Background: an optimization exercise with open tools, aiming at small area, a short achievable clock period and few clock cycles. Do not read the settings as production practice. Where RTL was checked, it was by simulation tests only, not by an equivalence proof against the original. No activity file was given, so power comes from the tool's default toggle rates.

== job 2212 ==
// four_channel_rate_limited_averager_top
module four_channel_rate_limited_averager_top (
	input  logic                          clk,
	input  logic                          arst_n,
	input  logic                          s_tvalid,
	output logic                          s_tready,
	input  logic [fcrla_pkg::IN_W-1:0]    s_tdata,
	input  logic [1:0]                    s_tuser,
	output logic                          m_tvalid,
	input  logic                          m_tready,
	output logic [fcrla_pkg::OUT_W-1:0]   m_tdata,
	input  logic                          cfg_we,
	input  logic [fcrla_pkg::IVAL_W-1:0]  cfg_data
);
For scale: about 3700 cells after synthesis, about 430 flip-flops, roughly 29000 µm² of cells after synthesis.
export LEC_CHECK = 0
export ABC_AREA = 1
export CAP_MARGIN = 20
export CORE_MARGIN = 2
export CORE_UTILIZATION = 40
export CTS_CLUSTER_DIAMETER = 100
export CTS_CLUSTER_SIZE = 24
export SETUP_SLACK_MARGIN = 2.7
export SLEW_MARGIN = 20
export TNS_END_PERCENT = 5
create_clock -name core_clock -period 5.5 [get_ports {clk}]
standard.sh (not shown) runs the stock make flow with config.mk's settings and CLKGATE_MAP_FILE= SYNTH_SCRIPT=/design/flow/synth_recipe.tcl, a recipe that flattens the netlist after the stock synthesis.
==> flow/flow/run.sh <==
#!/bin/bash
# The standard layout (the standard.sh: standard synthesis, floorplan, placement, CTS,
# routing), except that the port buffers placement inserts are plain buffers
# (sky130_fd_sc_hd__buf_1) instead of the delay cell ORFS picks by default. Every input and
# output port still gets its own buffer; resizing may upsize it later.
set -euo pipefail
export BUFFER_PORTS_ARGS="-buffer_cell sky130_fd_sc_hd__buf_1"
bash standard.sh finish > standard.log 2>&1
[inputs] job 1093 vs job 2212
--- a/flow/design.v
+++ b/flow/design.v
@@ -65,28 +65,29 @@
 		end else if (!s2[RW+2]) begin
 			qd  = 2'd2;
 			rem = s2[RW-1:0];
 		end else if (!s1[RW+2]) begin
 			qd  = 2'd1;
 			rem = s1[RW-1:0];
 		end else begin
 			qd  = 2'd0;
 			rem = r4[RW-1:0];
 		end
 	end
 	always_ff @(posedge clk) begin
+		div_q[SW-1:AW] <= step ? rem : acc_d[SW-1:AW];
 		if (follow) begin
-			div_q <= acc_d;
+			div_q[AW-1:0] <= acc_d[AW-1:0];
 		end else if (step) begin
-			div_q <= {rem, div_q[AW-3:0], qd};
+			div_q[AW-1:0] <= {div_q[AW-3:0], qd};
 		end
 	end
 	assign avg = div_q[AW-1:0];
 endmodule
 module four_channel_rate_limited_averager_top (
 	input  logic                          clk,
 	input  logic                          arst_n,
 	input  logic                          s_tvalid,
 	output logic                          s_tready,
 	input  logic [fcrla_pkg::IN_W-1:0]    s_tdata,
 	input  logic [1:0]                    s_tuser,
 	output logic                          m_tvalid,
@@ -109,26 +110,24 @@
 	logic                         take_end_q;   
 	logic [2*HW-1:0]              last_v;
 	logic [HW:0]                  end_v;
 	logic [TW-1:0]                tally_q;
 	logic [XW-1:0]                triple_q;  
 	logic                         ready_q;
 	logic                         pend_q;    
 	logic                         busy_q;    
 	logic                         valid_q;   
 	logic [fcrla_pkg::CNT_W-1:0]  cnt_q;
 	logic [TW-1:0]                count_q;   
 	logic [XW-1:0]                count3_q;
-	logic [TW-1:0]                count_n_q;
-	logic [XW-1:0]                count3_n_q;
 	logic                         accept;
 	logic                         start;
 	logic                         smp;
 	logic [HW-1:0]                now_lo, now_hi, last_hi1;
 	logic                         borrow;
 	logic                         lt_end;
 	logic                         in_window;
 	logic                         hi_zero;
 	logic                         emit;
 	logic                         div_free;
 	logic                         load;
 	logic                         zero;
@@ -174,38 +173,36 @@
 	assign free_d  = !busy_d && !valid_d;
 	assign pend_d  = emit || (pend_q && !div_free);
 	genvar g;
 	generate
 		for (g = 0; g < fcrla_pkg::LANES; g++) begin : g_lane
 			fcrla_lane u_lane (
 				.clk      (clk),
 				.acc_zero (zero),
 				.add      (add),
 				.sample   (s_tdata[33 + 16*g +: fcrla_pkg::SAMPLE_BITS]),
 				.follow   (free_d),
 				.step     (load || busy_q),
-				.d1       (g < 2 ? count_q : ~count_n_q),
-				.d3       (g < 2 ? count3_q : ~count3_n_q),
+				.d1       (count_q),
+				.d3       (count3_q),
 				.avg      (avg[g])
 			);
 		end
 	endgenerate
 	always_ff @(posedge clk) begin
 		tally_q  <= tally_d;
 		triple_q <= triple_d;
 		if (free_d) begin
-			count_q    <= tally_d;
-			count3_q   <= triple_d;
-			count_n_q  <= ~tally_d;
-			count3_n_q <= ~triple_d;
+			count_q  <= tally_d;
+			count3_q <= triple_d;
 		end
 		if (load) begin
 			cnt_q <= fcrla_pkg::CNT_W'(1);
 		end else if (busy_q) begin
 			cnt_q <= cnt_q + fcrla_pkg::CNT_W'(1);
 		end
 	end
 	always_ff @(posedge clk or negedge arst_n) begin
 		if (!arst_n) begin
 			ival_q <= fcrla_pkg::EMIT_INTERVAL_RESET;
 			cfgd_q <= 1'b0;
 		end else begin
### Flow results
- Job 1093 against job 2212: clock tree skew after final layout decreased by 12 ps relative to the old numbers; multiplexer share of the synthesized area closely matched the old numbers; synthesized area per cell decreased by 4.8% relative to the old numbers; final period utilization decreased by 2.1 points relative to the old numbers.
- Delta (job 1093 minus job 2212): final cell utilization of the core saw an increase, synthesized area saw a decrease, sequential cell area share saw a decrease.
- Job 1093 reports its class of the most critical hold timing path as in2async while job 2212 reports reg2reg.
- On job 1093: total power of the final layout is 5.8% lower than what job 2212 gave.
- Looking only at first-pass GRT wire length, and setting everything else aside, the higher value of job 2212 and job 1093 goes to job 2212.
- Against job 2212, job 1093 reports a vertical extent of the die that is lower.
- Job 1093 vs job 2212, detailed placement HPWL went down by about 4.6%.
Testbench counts of job 1093, summed over its fixed seeds: cycles 15,879.
No functional check of the RTL was part of job 2212.

---

The RTL this note starts from:
==> flow/design.v <==
package fcrla_pkg;
	localparam int MAX_SAMPLES = 4096;
	localparam int SAMPLE_BITS = 16;
	localparam int LANES    = 4;
	localparam int AVG_W    = 16;
	localparam int COUNT_W  = 13;
	localparam int TIME_W   = 32;
	localparam int IVAL_W   = 16;
	localparam int TALLY_W  = $clog2(MAX_SAMPLES + 1);          
	localparam int TRIPLE_W = TALLY_W + 1;                      
	localparam int SUM_W    = SAMPLE_BITS + $clog2(MAX_SAMPLES);  
	localparam int REM_W    = SUM_W - AVG_W;                    
	localparam int STEPS    = AVG_W / 2;                        
	localparam int CNT_W    = $clog2(STEPS);
	localparam int IN_W     = 104;
	localparam int OUT_W    = 80;
	localparam logic [IVAL_W-1:0] EMIT_INTERVAL_RESET = IVAL_W'(1000);
endpackage
module fcrla_lane (
	input  logic                              clk,
	input  logic                              acc_zero,  
	input  logic                              add,
	input  logic [fcrla_pkg::SAMPLE_BITS-1:0] sample,
	input  logic                              follow,    
	input  logic                              step,
	input  logic [fcrla_pkg::TALLY_W-1:0]     d1,        
	input  logic [fcrla_pkg::TRIPLE_W-1:0]    d3,        
	output logic [fcrla_pkg::AVG_W-1:0]       avg
);
	localparam int SW = fcrla_pkg::SUM_W;
	localparam int RW = fcrla_pkg::REM_W;
	localparam int AW = fcrla_pkg::AVG_W;
	logic [SW-1:0]   acc_q;
	logic [SW-1:0]   acc_sum;
	logic [SW-1:0]   acc_d;
	logic [SW-1:0]   div_q;
	logic [RW+1:0]   r4;
	logic [RW+2:0]   s1, s2, s3;
	logic [RW-1:0]   rem;
	logic [1:0]      qd;
	assign acc_sum = acc_q + SW'(sample);
	always_comb begin
		unique case ({acc_zero, add})
			2'b00: acc_d = acc_q;
			2'b01: acc_d = acc_sum;
			2'b10: acc_d = '0;
			2'b11: acc_d = SW'(sample);
		endcase
	end
	always_ff @(posedge clk) begin
		acc_q <= acc_d;
	end
	assign r4 = div_q[SW-1:AW-2];
	assign s1 = {1'b0, r4} - (RW+3)'(d1);
	assign s2 = {1'b0, r4} - (RW+3)'({d1, 1'b0});
	assign s3 = {1'b0, r4} - (RW+3)'(d3);
	always_comb begin
		if (!s3[RW+2]) begin
			qd  = 2'd3;
			rem = s3[RW-1:0];
		end else if (!s2[RW+2]) begin
			qd  = 2'd2;
			rem = s2[RW-1:0];
		end else if (!s1[RW+2]) begin
			qd  = 2'd1;
			rem = s1[RW-1:0];
		end else begin
			qd  = 2'd0;
			rem = r4[RW-1:0];
		end
	end
	always_ff @(posedge clk) begin
		if (follow) begin
			div_q <= acc_d;
		end else if (step) begin
			div_q <= {rem, div_q[AW-3:0], qd};
		end
	end
	assign avg = div_q[AW-1:0];
endmodule
module four_channel_rate_limited_averager_top (
	input  logic                          clk,
	input  logic                          arst_n,
	input  logic                          s_tvalid,
	output logic                          s_tready,
	input  logic [fcrla_pkg::IN_W-1:0]    s_tdata,
	input  logic [1:0]                    s_tuser,
	output logic                          m_tvalid,
	input  logic                          m_tready,
	output logic [fcrla_pkg::OUT_W-1:0]   m_tdata,
	input  logic                          cfg_we,
	input  logic [fcrla_pkg::IVAL_W-1:0]  cfg_data
);
	localparam int TW = fcrla_pkg::TALLY_W;
	localparam int XW = fcrla_pkg::TRIPLE_W;
	localparam int HW = fcrla_pkg::TIME_W / 2;
	logic [fcrla_pkg::IVAL_W-1:0] ival_q;
	logic                         cfgd_q;    
	logic                         stream_q;
	logic [2*HW-1:0]              last_q;
	logic [HW:0]                  end_q;     
	logic [TW-1:0]                tally_q;
	logic [XW-1:0]                triple_q;  
	logic                         ready_q;
	logic                         pend_q;    
	logic                         busy_q;    
	logic                         valid_q;   
	logic [fcrla_pkg::CNT_W-1:0]  cnt_q;
	logic [TW-1:0]                count_q;   
	logic [XW-1:0]                count3_q;
	logic                         accept;
	logic                         start;
	logic                         smp;
	logic [HW-1:0]                now_lo, now_hi, last_hi1;
	logic                         borrow;
	logic                         lt_end;
	logic                         in_window;
	logic                         hi_zero;
	logic                         emit;
	logic                         div_free;
	logic                         load;
	logic                         zero;
	logic                         add;
	logic                         done;
	logic                         busy_d, valid_d, pend_d, free_d;
	logic [TW-1:0]                tally_d, tally_inc;
	logic [XW-1:0]                triple_d, triple_inc;
	logic                         cmd_smp, smp_ok;
	logic [HW:0]                  end_sum;
	logic [fcrla_pkg::AVG_W-1:0]  avg [fcrla_pkg::LANES];
	assign now_lo   = s_tdata[1 +: HW];
	assign now_hi   = s_tdata[1 + HW +: HW];
	assign div_free = !busy_q && !valid_q;
	assign load     = pend_q && div_free;
	assign s_tready = ready_q;
	assign accept   = s_tvalid && ready_q;
	assign cmd_smp  = s_tvalid && (s_tuser == 2'd0) && s_tdata[0];
	assign smp_ok   = ready_q && stream_q;
	assign start    = s_tvalid && (s_tuser == 2'd1) && ready_q;
	assign smp      = cmd_smp && smp_ok;
	assign zero     = load || start;
	assign add      = cmd_smp && smp_ok && (load || !tally_q[TW-1]);
	assign tally_inc  = tally_q + TW'(1);
	assign triple_inc = triple_q + XW'(3);
	assign tally_d    = zero ? TW'(add) : (add ? tally_inc : tally_q);
	assign triple_d   = zero ? (add ? XW'(3) : '0) : (add ? triple_inc : triple_q);
	assign last_hi1  = last_q[2*HW-1:HW] + HW'(1);
	assign borrow    = now_lo < last_q[HW-1:0];
	assign lt_end    = now_lo < end_q[HW-1:0];
	assign in_window = end_q[HW] ? (!borrow || lt_end) : (!borrow && lt_end);
	assign hi_zero   = borrow ? (now_hi == last_hi1) : (now_hi == last_q[2*HW-1:HW]);
	assign emit      = smp && hi_zero && in_window ? 1'b0 : smp;
	assign end_sum  = (cfgd_q ? {1'b0, last_q[HW-1:0]} : {1'b0, now_lo}) + (HW+1)'(ival_q);
	assign done    = busy_q && cnt_q == fcrla_pkg::CNT_W'(fcrla_pkg::STEPS - 1);
	assign busy_d  = load || (busy_q && !done);
	assign valid_d = done || (valid_q && !m_tready);
	assign free_d  = !busy_d && !valid_d;
	assign pend_d  = emit || (pend_q && !div_free);
	genvar g;
	generate
		for (g = 0; g < fcrla_pkg::LANES; g++) begin : g_lane
			fcrla_lane u_lane (
				.clk      (clk),
				.acc_zero (zero),
				.add      (add),
				.sample   (s_tdata[33 + 16*g +: fcrla_pkg::SAMPLE_BITS]),
				.follow   (free_d),
				.step     (load || busy_q),
				.d1       (count_q),
				.d3       (count3_q),
				.avg      (avg[g])
			);
		end
	endgenerate
	always_ff @(posedge clk) begin
		tally_q  <= tally_d;
		triple_q <= triple_d;
		if (free_d) begin
			count_q  <= tally_d;
			count3_q <= triple_d;
		end
		if (load) begin
			cnt_q <= fcrla_pkg::CNT_W'(1);
		end else if (busy_q) begin
			cnt_q <= cnt_q + fcrla_pkg::CNT_W'(1);
		end
	end
	always_ff @(posedge clk or negedge arst_n) begin
		if (!arst_n) begin
			ival_q <= fcrla_pkg::EMIT_INTERVAL_RESET;
			cfgd_q <= 1'b0;
		end else begin
			cfgd_q <= cfg_we;
			if (cfg_we) begin
				ival_q <= cfg_data;
			end
		end
	end
	always_ff @(posedge clk or negedge arst_n) begin
		if (!arst_n) begin
			stream_q <= 1'b0;
		end else if (accept && s_tuser == 2'd1) begin
			stream_q <= 1'b1;
		end else if (accept && s_tuser == 2'd2) begin
			stream_q <= 1'b0;
		end
	end
	always_ff @(posedge clk or negedge arst_n) begin
		if (!arst_n) begin
			last_q <= '0;
			end_q  <= (HW+1)'(fcrla_pkg::EMIT_INTERVAL_RESET);
		end else begin
			if (emit) begin
				last_q <= {now_hi, now_lo};
			end
			if (emit || cfgd_q) begin
				end_q <= end_sum;
			end
		end
	end
	always_ff @(posedge clk or negedge arst_n) begin
		if (!arst_n) begin
			ready_q <= 1'b1;
			pend_q  <= 1'b0;
			busy_q  <= 1'b0;
			valid_q <= 1'b0;
		end else begin
			ready_q <= !cfg_we && !(pend_d && !free_d);
			pend_q  <= pend_d;
			busy_q  <= busy_d;
			valid_q <= valid_d;
		end
	end
	assign m_tvalid = valid_q;
	assign m_tdata  = {3'b000, count_q, avg[3], avg[2], avg[1], avg[0]};
endmodule
Settings: LEC_CHECK=0, ABC_AREA=1, CAP_MARGIN=20, CORE_MARGIN=2, CORE_UTILIZATION=40, CTS_CLUSTER_DIAMETER=100, CTS_CLUSTER_SIZE=24, SETUP_SLACK_MARGIN=2.5, SLEW_MARGIN=20; clock period 5.5 ns.
Scripts as last shown in full above: flow/flow/run.sh
Next try:
--- a/flow/design.v
+++ b/flow/design.v
@@ -30,16 +30,20 @@
 	localparam int SW = fcrla_pkg::SUM_W;
 	localparam int RW = fcrla_pkg::REM_W;
 	localparam int AW = fcrla_pkg::AVG_W;
 	logic [SW-1:0]   acc_q;
+	logic [AW:0]     lo_sum;
+	logic [SW-AW-1:0] hi_inc;
 	logic [SW-1:0]   acc_sum;
 	logic [SW-1:0]   acc_d;
 	logic [SW-1:0]   div_q;
 	logic [RW+1:0]   r4;
 	logic [RW+2:0]   s1, s2, s3;
 	logic [RW-1:0]   rem;
 	logic [1:0]      qd;
-	assign acc_sum = acc_q + SW'(sample);
+	assign lo_sum  = {1'b0, acc_q[AW-1:0]} + {1'b0, sample};
+	assign hi_inc  = acc_q[SW-1:AW] + (SW-AW)'(1);
+	assign acc_sum = {lo_sum[AW] ? hi_inc : acc_q[SW-1:AW], lo_sum[AW-1:0]};
 	always_comb begin
 		unique case ({acc_zero, add})
 			2'b00: acc_d = acc_q;
 			2'b01: acc_d = acc_sum;
@@ -98,8 +102,14 @@
 	logic                         cfgd_q;    
 	logic                         stream_q;
 	logic [2*HW-1:0]              last_q;
 	logic [HW:0]                  end_q;     
+	logic [2*HW-1:0]              cand_last_q;  
+	logic [HW:0]                  cand_end_q;   
+	logic                         take_last_q;  
+	logic                         take_end_q;   
+	logic [2*HW-1:0]              last_v;
+	logic [HW:0]                  end_v;
 	logic [TW-1:0]                tally_q;
 	logic [XW-1:0]                triple_q;  
 	logic                         ready_q;
 	logic                         pend_q;    
@@ -124,8 +134,9 @@
 	logic                         done;
 	logic                         busy_d, valid_d, pend_d, free_d;
 	logic [TW-1:0]                tally_d, tally_inc;
 	logic [XW-1:0]                triple_d, triple_inc;
+	logic [HW-1:0]                cand_hi1, kept_hi1;
 	logic                         cmd_smp, smp_ok;
 	logic [HW:0]                  end_sum;
 	logic [fcrla_pkg::AVG_W-1:0]  avg [fcrla_pkg::LANES];
 	assign now_lo   = s_tdata[1 +: HW];
@@ -143,15 +154,19 @@
 	assign tally_inc  = tally_q + TW'(1);
 	assign triple_inc = triple_q + XW'(3);
 	assign tally_d    = zero ? TW'(add) : (add ? tally_inc : tally_q);
 	assign triple_d   = zero ? (add ? XW'(3) : '0) : (add ? triple_inc : triple_q);
-	assign last_hi1  = last_q[2*HW-1:HW] + HW'(1);
-	assign borrow    = now_lo < last_q[HW-1:0];
-	assign lt_end    = now_lo < end_q[HW-1:0];
-	assign in_window = end_q[HW] ? (!borrow || lt_end) : (!borrow && lt_end);
-	assign hi_zero   = borrow ? (now_hi == last_hi1) : (now_hi == last_q[2*HW-1:HW]);
+	assign last_v    = take_last_q ? cand_last_q : last_q;
+	assign end_v     = take_end_q ? cand_end_q : end_q;
+	assign last_hi1  = take_last_q ? cand_hi1 : kept_hi1;
+	assign cand_hi1  = cand_last_q[2*HW-1:HW] + HW'(1);
+	assign kept_hi1  = last_q[2*HW-1:HW] + HW'(1);
+	assign borrow    = now_lo < last_v[HW-1:0];
+	assign lt_end    = now_lo < end_v[HW-1:0];
+	assign in_window = end_v[HW] ? (!borrow || lt_end) : (!borrow && lt_end);
+	assign hi_zero   = borrow ? (now_hi == last_hi1) : (now_hi == last_v[2*HW-1:HW]);
 	assign emit      = smp && hi_zero && in_window ? 1'b0 : smp;
-	assign end_sum  = (cfgd_q ? {1'b0, last_q[HW-1:0]} : {1'b0, now_lo}) + (HW+1)'(ival_q);
+	assign end_sum  = (cfgd_q ? {1'b0, last_v[HW-1:0]} : {1'b0, now_lo}) + (HW+1)'(ival_q);
 	assign done    = busy_q && cnt_q == fcrla_pkg::CNT_W'(fcrla_pkg::STEPS - 1);
 	assign busy_d  = load || (busy_q && !done);
 	assign valid_d = done || (valid_q && !m_tready);
 	assign free_d  = !busy_d && !valid_d;
@@ -204,19 +219,23 @@
 		end else if (accept && s_tuser == 2'd2) begin
 			stream_q <= 1'b0;
 		end
 	end
-	always_ff @(posedge clk or negedge arst_n) begin
-		if (!arst_n) begin
-			last_q <= '0;
-			end_q  <= (HW+1)'(fcrla_pkg::EMIT_INTERVAL_RESET);
-		end else begin
-			if (emit) begin
-				last_q <= {now_hi, now_lo};
-			end
-			if (emit || cfgd_q) begin
-				end_q <= end_sum;
-			end
+	always_ff @(posedge clk) begin
+		cand_last_q <= {now_hi, now_lo};
+		cand_end_q  <= end_sum;
+	end
+	always_ff @(posedge clk or negedge arst_n) begin
+		if (!arst_n) begin
+			last_q      <= '0;
+			end_q       <= (HW+1)'(fcrla_pkg::EMIT_INTERVAL_RESET);
+			take_last_q <= 1'b0;
+			take_end_q  <= 1'b0;
+		end else begin
+			last_q      <= last_v;
+			end_q       <= end_v;
+			take_last_q <= emit;
+			take_end_q  <= emit || cfgd_q;
 		end
 	end
 	always_ff @(posedge clk or negedge arst_n) begin
 		if (!arst_n) begin
First-iteration DRC count falls by 19%.
Final cell count falls by 1.4%.
Total power rises by 1.3%.
Non-clock buffer count falls by 4.
Setup slack got worse by 9.3 ps.
Sequential cell count rises by 51.
Critical path depth rises by 5.
Synthesized cell count falls by 2.9%.
Global-route usage falls by 1.0 points.
Die area rises by 0.76%.
Via count falls by 2.9%.
Clock power falls by 13%.
Combinational power is about the same.
Register-to-register slack barely changes.
Testbench counts after the change, summed over its fixed seeds: cycles 15,879.
Only the layout flow was run in the first run of this note; the RTL was not checked for function there.

==> afterwards: timing with drivers on the ports <==
Ports are ideal in the flow. The routed layouts listed here were re-timed in OpenROAD.
Step 1 (the two cells are an assumption about what drives the block):
set clk [get_ports {clk}]
set_driving_cell -lib_cell sky130_fd_sc_hd__clkbuf_16 $clk
set_driving_cell -lib_cell sky130_fd_sc_hd__buf_2 [delete_from_list [all_inputs] $clk]
Step 2 also shifts input and output timing later by t, the mid clock arrival at the registers, as if the neighbouring blocks saw the same clock.
a / b / c = no drivers / after step 1 / after step 2; a / b = the first two.
| run | t, ns | setup slack, ns | hold WS [ns] | worst setup path after step 2 | worst register clock-pin slew, ns |
|---|---|---|---|---|---|
| job 2212 | 0.667 | 2.413 / 2.413 / 1.780 | 0.438 / 0.438 / 0.438 | input to register | 0.11 / 0.11 |
| job 1093 | 0.631 | 2.530 / 2.530 / 1.920 | 0.397 / 0.359 / 0.453 | input to register | 0.11 / 0.11 |
| the first run of note 2 | 0.652 | 2.530 / 2.530 / 1.913 | 0.473 / 0.473 / 0.473 | input to register | 0.10 / 0.10 |
| the second run of note 2 | 0.631 | 2.521 / 2.521 / 1.977 | 0.408 / 0.369 / 0.477 | input to register | 0.12 / 0.12 |
After both steps every run listed still meets setup and hold. The setup slack of job 2212, which loses most, moves by 0.000 ns with the drivers and by -0.633 ns with both steps.
